Background: an optimization exercise with open tools, aiming at small area, a short achievable clock period and few clock cycles per item. Do not read the settings as production practice.
In this exercise RTL edits were held to simulation tests only and were not proved equivalent to the original.
The flow treats the clock pin as an ideal source, which a real chip does not have.

## pp_accumulator
module pp_accumulator #(
   parameter int N = pp_pkg::N_DEF,
   parameter int K = pp_pkg::K_DEF
) (
   input  logic           clk,
   input  logic           rst,
   input  logic           in_valid,
   output logic           in_ready,
   input  logic [N*2*N-1:0] in_pp,
   output logic           out_valid,
   input  logic           out_ready,
   output logic [2*N-1:0] out_product
);
export LEC_CHECK = 0
export ABC_CLOCK_PERIOD_IN_PS = 2500
export CAP_MARGIN = 20
export CORE_MARGIN = 2
export CORE_UTILIZATION = 40
export SETUP_SLACK_MARGIN = 2.5
export SLEW_MARGIN = 20
create_clock -name core_clock -period 5.0 [get_ports {clk}]
standard.sh (not shown) runs the stock make flow with config.mk's settings and CLKGATE_MAP_FILE= SYNTH_SCRIPT=/design/flow/synth_recipe.tcl, a recipe that flattens the netlist after the stock synthesis.
==> flow/flow/run.sh <==
#!/bin/bash
# Own layout flow: the standard ORFS flow with two changes.
#  - Yosys's generic synth skips its early "abc -fast" pass (SYNTH_ARGS=-noabc) so the
#    3:2 counters of the adder tree reach extract_fa as written and map to full-adder
#    cells without polarity inverters between them. Registers are unchanged.
#  - Ports are buffered with sky130_fd_sc_hd__buf_1 instead of the default delay buffer.
set -euo pipefail
bash standard.sh SYNTH_ARGS=-noabc "BUFFER_PORTS_ARGS=-buffer_cell sky130_fd_sc_hd__buf_1" finish > flow_make.log 2>&1
Testbench counts at the start, summed over its fixed seeds: cycles 1,616, items 1,600.
Next try:
==> flow/run.sh (new file) <==
#!/bin/bash
# synth_recipe.tcl (not shown) runs the flow's synth.tcl, then flattens the netlist and writes it again
# the make line also repeats each setting of config.mk as NAME=value (left out here)
make -C /OpenROAD-flow-scripts/flow DESIGN_CONFIG=/design/flow/config.mk WORK_HOME=/design/flow/orfs CLKGATE_MAP_FILE= SYNTH_SCRIPT=/design/flow/synth_recipe.tcl finish
ABC_CLOCK_PERIOD_IN_PS = not set   (was 2500)
SETUP_SLACK_MARGIN = not set   (was 2.5)
removed: flow/flow/run.sh
removed: flow/standard.sh
The new run passed the timing, design-rule and antenna checks.
Core utilization came out higher by 2.6 points.
Clock skew is about the same.
Setup slack degrades by 0.28 ns.
Final cell count came out higher by about 30%.
First-iteration DRC count came out higher by about 70%.
Next try:
==> flow/flow/run.sh (new file) <==
#!/bin/bash
# Own layout flow: the standard ORFS flow with two changes.
#  - Yosys's generic synth skips its early "abc -fast" pass (SYNTH_ARGS=-noabc) so the
#    3:2 counters of the adder tree reach extract_fa as written and map to full-adder
#    cells without polarity inverters between them. Registers are unchanged.
#  - Ports are buffered with sky130_fd_sc_hd__buf_1 instead of the default delay buffer.
set -euo pipefail
bash standard.sh SYNTH_ARGS=-noabc "BUFFER_PORTS_ARGS=-buffer_cell sky130_fd_sc_hd__buf_1" finish > flow_make.log 2>&1
==> flow/standard.sh (new file) <==
#!/bin/bash
# synth_recipe.tcl (not shown) runs the flow's synth.tcl, then flattens the netlist and writes it again
# the make line also repeats each setting of config.mk as NAME=value (left out here)
make -C /OpenROAD-flow-scripts/flow DESIGN_CONFIG=/design/flow/config.mk WORK_HOME=/design/flow/orfs CLKGATE_MAP_FILE= SYNTH_SCRIPT=/design/flow/synth_recipe.tcl "${@:-finish}"
removed: flow/run.sh
=>
- The new run finished clean
- core utilization shrinks by 7.0 points
- area after synthesis is lower by roughly a tenth
- wire length is lower by about a fifth
- register-to-register slack improved by 0.13 ns
- clock skew stays flat
- final cell count is lower by a quarter to a third

---

Another version of the RTL of pp_accumulator (not shown whole).
Size: about 930 cells after synthesis, ~230 flip-flops, roughly 550 I/O pins, ~0.017 mm² of cells after synthesis.
==> flow/config.mk <==
export PLATFORM = sky130hd
export DESIGN_NAME = pp_accumulator
export DESIGN_NICKNAME = pp_accumulator
export VERILOG_FILES = /design/flow/design.v
export SDC_FILE = /design/flow/constraint.sdc
export NUM_CORES = 4
export LEC_CHECK = 0
export CAP_MARGIN = 20
export CORE_MARGIN = 2
export CORE_UTILIZATION = 40
export SETUP_SLACK_MARGIN = 2.0
export SLEW_MARGIN = 20
==> flow/constraint.sdc <==
create_clock -name core_clock -period 5.0 [get_ports {clk}]
set_input_delay 1.0000 -clock core_clock [delete_from_list [all_inputs] [get_ports {clk}]]
set_output_delay 1.0000 -clock core_clock [all_outputs]
set_load 0.01 [all_outputs]
==> flow/flow/run.sh <==
#!/bin/bash
# Own layout flow: the standard ORFS flow with two changes.
#  - Yosys's generic synth skips its early "abc -fast" pass (SYNTH_ARGS=-noabc) so the
#    3:2 counters of the adder tree reach extract_fa as written and map to full-adder
#    cells without polarity inverters between them. Registers are unchanged.
#  - Ports are buffered with sky130_fd_sc_hd__buf_1 instead of the default delay buffer.
set -euo pipefail
bash standard.sh SYNTH_ARGS=-noabc "BUFFER_PORTS_ARGS=-buffer_cell sky130_fd_sc_hd__buf_1" finish > flow_make.log 2>&1
Testbench counts at the start, summed over its fixed seeds: cycles 1,624, items 1,600.
Edit:
Settings changed: CORE_UTILIZATION 40 to 60, PLACE_DENSITY set to 0.75.
=> Register-to-register slack is worse by 0.02 ns; maximum frequency grows by 1.5%; first-iteration DRC count grows by 78%; via count grows by 3.0%.
Edit:
Settings changed: CORE_UTILIZATION 60 to 40, PLACE_DENSITY 0.75 to not set, SETUP_SLACK_MARGIN 2.0 to not set.
Result:
- The new run finished with timing, DRC and antenna clean
- routed wire length stays flat
- sequential share of layout area decreases by 0.26 points
- synthesized area is unchanged
- worst setup slack got worse by 0.34 ns
- global-route usage decreases by 8.6 points
- count of clock-buffer cells in the layout increases by 3
- fmax decreases by roughly a tenth
- utilization decreases by 24 points
- via count decreases by a few percent
- sequential cell count does not change
Edit:
Settings changed: SETUP_SLACK_MARGIN set to 2.4.
=> The changed run went through all stages and came out clean. First-iteration DRC count rose by about 5%. Fmax rises by 14%. Routed wire length goes up by 2.0%. Final area is higher by about 6.4%. Non-clock buffer count came out higher by 19. Die area is unchanged. Synthesized cell count stays the same. Core utilization increases by 3.1 points. Worst setup slack improves by 0.39 ns. Via count climbs by 0.91%.

---

pp_accumulator, a different RTL version from the one above (not shown whole).
Size: roughly 200 flip-flops, ~550 I/O pins, roughly 0.016 sq mm of cells after synthesis.
==> flow/config.mk <==
export PLATFORM = sky130hd
export DESIGN_NAME = pp_accumulator
export DESIGN_NICKNAME = pp_accumulator
export VERILOG_FILES = /design/flow/design.v
export SDC_FILE = /design/flow/constraint.sdc
export NUM_CORES = 4
export LEC_CHECK = 0
export CAP_MARGIN = 20
export CORE_MARGIN = 2
export CORE_UTILIZATION = 60
export CTS_BUF_LIST = sky130_fd_sc_hd__clkbuf_8
export PLACE_DENSITY = 0.75
export SLEW_MARGIN = 20
==> flow/constraint.sdc <==
create_clock -name core_clock -period 5.0 [get_ports {clk}]
set_input_delay 1.0000 -clock core_clock [delete_from_list [all_inputs] [get_ports {clk}]]
set_output_delay 1.0000 -clock core_clock [all_outputs]
set_load 0.01 [all_outputs]
==> flow/flow/run.sh <==
#!/bin/bash
# Own layout flow: the standard ORFS flow with these changes.
#  - Yosys's generic synth skips its early "abc -fast" pass (SYNTH_ARGS=-noabc) so the
#    3:2 counters of the adder tree reach extract_fa as written and map to full-adder
#    cells without polarity inverters between them. Registers are unchanged.
#  - Ports are buffered with sky130_fd_sc_hd__buf_1 instead of the default delay buffer.
#  - After clock tree synthesis, flow/skew.tcl delays the clock of the last stage's
#    registers (useful skew for the register-to-register paths into them).
# Each tool's full output is in flow_make.log and in ORFS's logs under orfs/logs/.
set -euo pipefail
here=$(pwd)
bash standard.sh SYNTH_ARGS=-noabc "BUFFER_PORTS_ARGS=-buffer_cell sky130_fd_sc_hd__buf_1" \
  "POST_CTS_TCL=$here/flow/skew.tcl" "SKEW_BUFS=sky130_fd_sc_hd__clkdlybuf4s50_1 sky130_fd_sc_hd__clkdlybuf4s25_1 sky130_fd_sc_hd__clkbuf_8" "SKEW_MIN_BIT=4" \
  finish > flow_make.log 2>&1
==> flow/flow/skew.tcl <==
# Sourced by ORFS's cts.tcl after clock tree synthesis (POST_CTS_TCL).
# Useful skew for the register-to-register paths of the last pipeline stage:
# the output register (out_product) and the skid register behind it get their
# clock later than the rest of the design, through SKEW_BUFS clock buffers in
# series in front of their clock pins on each clock-tree leaf net that reaches
# them. Bits below SKEW_MIN_BIT are left alone: their adder paths are short
# and would only need hold buffers. The output register's paths to the
# outputs get correspondingly less slack.
set skew_cells $::env(SKEW_BUFS)
set min_bit $::env(SKEW_MIN_BIT)
set groups [dict create]
foreach c [concat [get_cells out_product*] [get_cells -quiet skid*]] {
  if {![regexp {\[([0-9]+)\]} [get_full_name $c] -> bit] || $bit < $min_bit} { continue }
  set pin [get_pins -of_objects $c -filter "lib_pin_name==CLK"]
  set net [get_nets -of_objects $pin]
  dict lappend groups [get_full_name $net] $pin
}
set k 0
dict for {n pins} $groups {
  set net [get_nets $n]
  foreach cell $skew_cells {
    set newnet "skew_net_$k"
    insert_buffer -buffer_cell $cell -net $net -load_pins $pins -buffer_name "skew_buf_$k" -net_name $newnet
    set net [get_nets $newnet]
    incr k
  }
}
puts "skew: inserted $k clock buffers on [dict size $groups] leaf nets"
detailed_placement
check_placement -verbose
estimate_parasitics -placement
report_clock_skew
report_checks -path_delay max -group_path_count 1
The starting point passed the timing, design-rule and antenna checks.
Testbench counts at the start, summed over its fixed seeds: cycles 1,616, items 1,600.
Then changed:
Settings changed: CORE_UTILIZATION 60 to 50, CTS_BUF_LIST sky130_fd_sc_hd__clkbuf_8 to unset, HOLD_SLACK_MARGIN set to 0.1, PLACE_DENSITY 0.75 to 0.7.
Outcome:
- setup slack got worse by 0.067 ns
- critical path depth is unchanged
Then changed:
Settings changed: CORE_UTILIZATION 50 to 60, PLACE_DENSITY 0.7 to 0.75.
Outcome: Utilization came out higher by 13 points; cell area came out lower by 0.50%.
Then changed:
Settings changed: HOLD_SLACK_MARGIN 0.1 to unset.
Outcome:
- The new run ran to the end with no violations
- utilization drops by 0.16 points
- routed wire length hardly moves
- via count is about the same
- first-iteration DRC count shrinks by a few percent
- synthesized area stays the same
- design area barely changes
- clock skew is about the same
- die area does not change
- worst hold slack got worse by 0.11 ns

## what the ideal ports hide
No port has a modelled driver above. Below, the same layouts with a new extraction and two added sets of constraints.
Step 1 assumes that a clkbuf_16 drives the clock port and a buf_2 every other input.
Step 2, shift: input delay + t, output delay - t, t = (earliest + latest rising clock arrival at the registers) / 2. This alone moves slack from input paths to output paths.
Three values: ideal, step 1, step 2; two values: the first two.
run | t (ns) | setup slack, ns | clock arrival spread, ns | worst register clock-pin slew, ns | cell pins on the clock port's net
the first run of note 1 | 0.473 | 1.578 / 1.578 / 1.578 | 0.017 / 0.017 | 0.07 / 0.07 | 1
the second run of note 1 | 0.482 | 1.296 / 1.296 / 1.128 | 0.012 / 0.011 | 0.07 / 0.07 | 1
the third run of note 1 | 0.475 | 1.424 / 1.424 / 1.424 | 0.012 / 0.011 | 0.07 / 0.07 | 1
the first run of note 2 | 0.586 | 2.029 / 2.056 / 1.470 | 0.025 / 0.026 | 0.06 / 0.06 | 1
the second run of note 2 | 0.555 | 2.074 / 2.098 / 1.543 | 0.006 / 0.006 | 0.06 / 0.06 | 1
the third run of note 2 | 0.561 | 1.734 / 1.734 / 1.462 | 0.009 / 0.009 | 0.06 / 0.06 | 1
the fourth run of note 2 | 0.584 | 2.128 / 2.145 / 1.561 | 0.014 / 0.014 | 0.06 / 0.06 | 1
the first run of note 3 | 0.941 | 2.035 / 2.035 / 1.236 | 0.936 / 0.936 | 0.10 / 0.10 | 1
the second run of note 3 | 0.906 | 1.968 / 1.968 / 1.255 | 0.906 / 0.905 | 0.07 / 0.07 | 1
the third run of note 3 | 0.930 | 2.073 / 2.046 / 1.223 | 0.945 / 0.946 | 0.07 / 0.07 | 1
the fourth run of note 3 | 0.929 | 2.079 / 2.040 / 1.221 | 0.946 / 0.946 | 0.07 / 0.07 | 1
In the first run of note 3, the second run of note 3, the third run of note 3 and the fourth run of note 3 the clock reaches the registers at very different times; t lies between them, and the last value is a rough guide only. For the fourth run of note 3, which loses most, drivers alone change the setup slack by -0.039 ns; drivers and shift together by -0.858 ns.
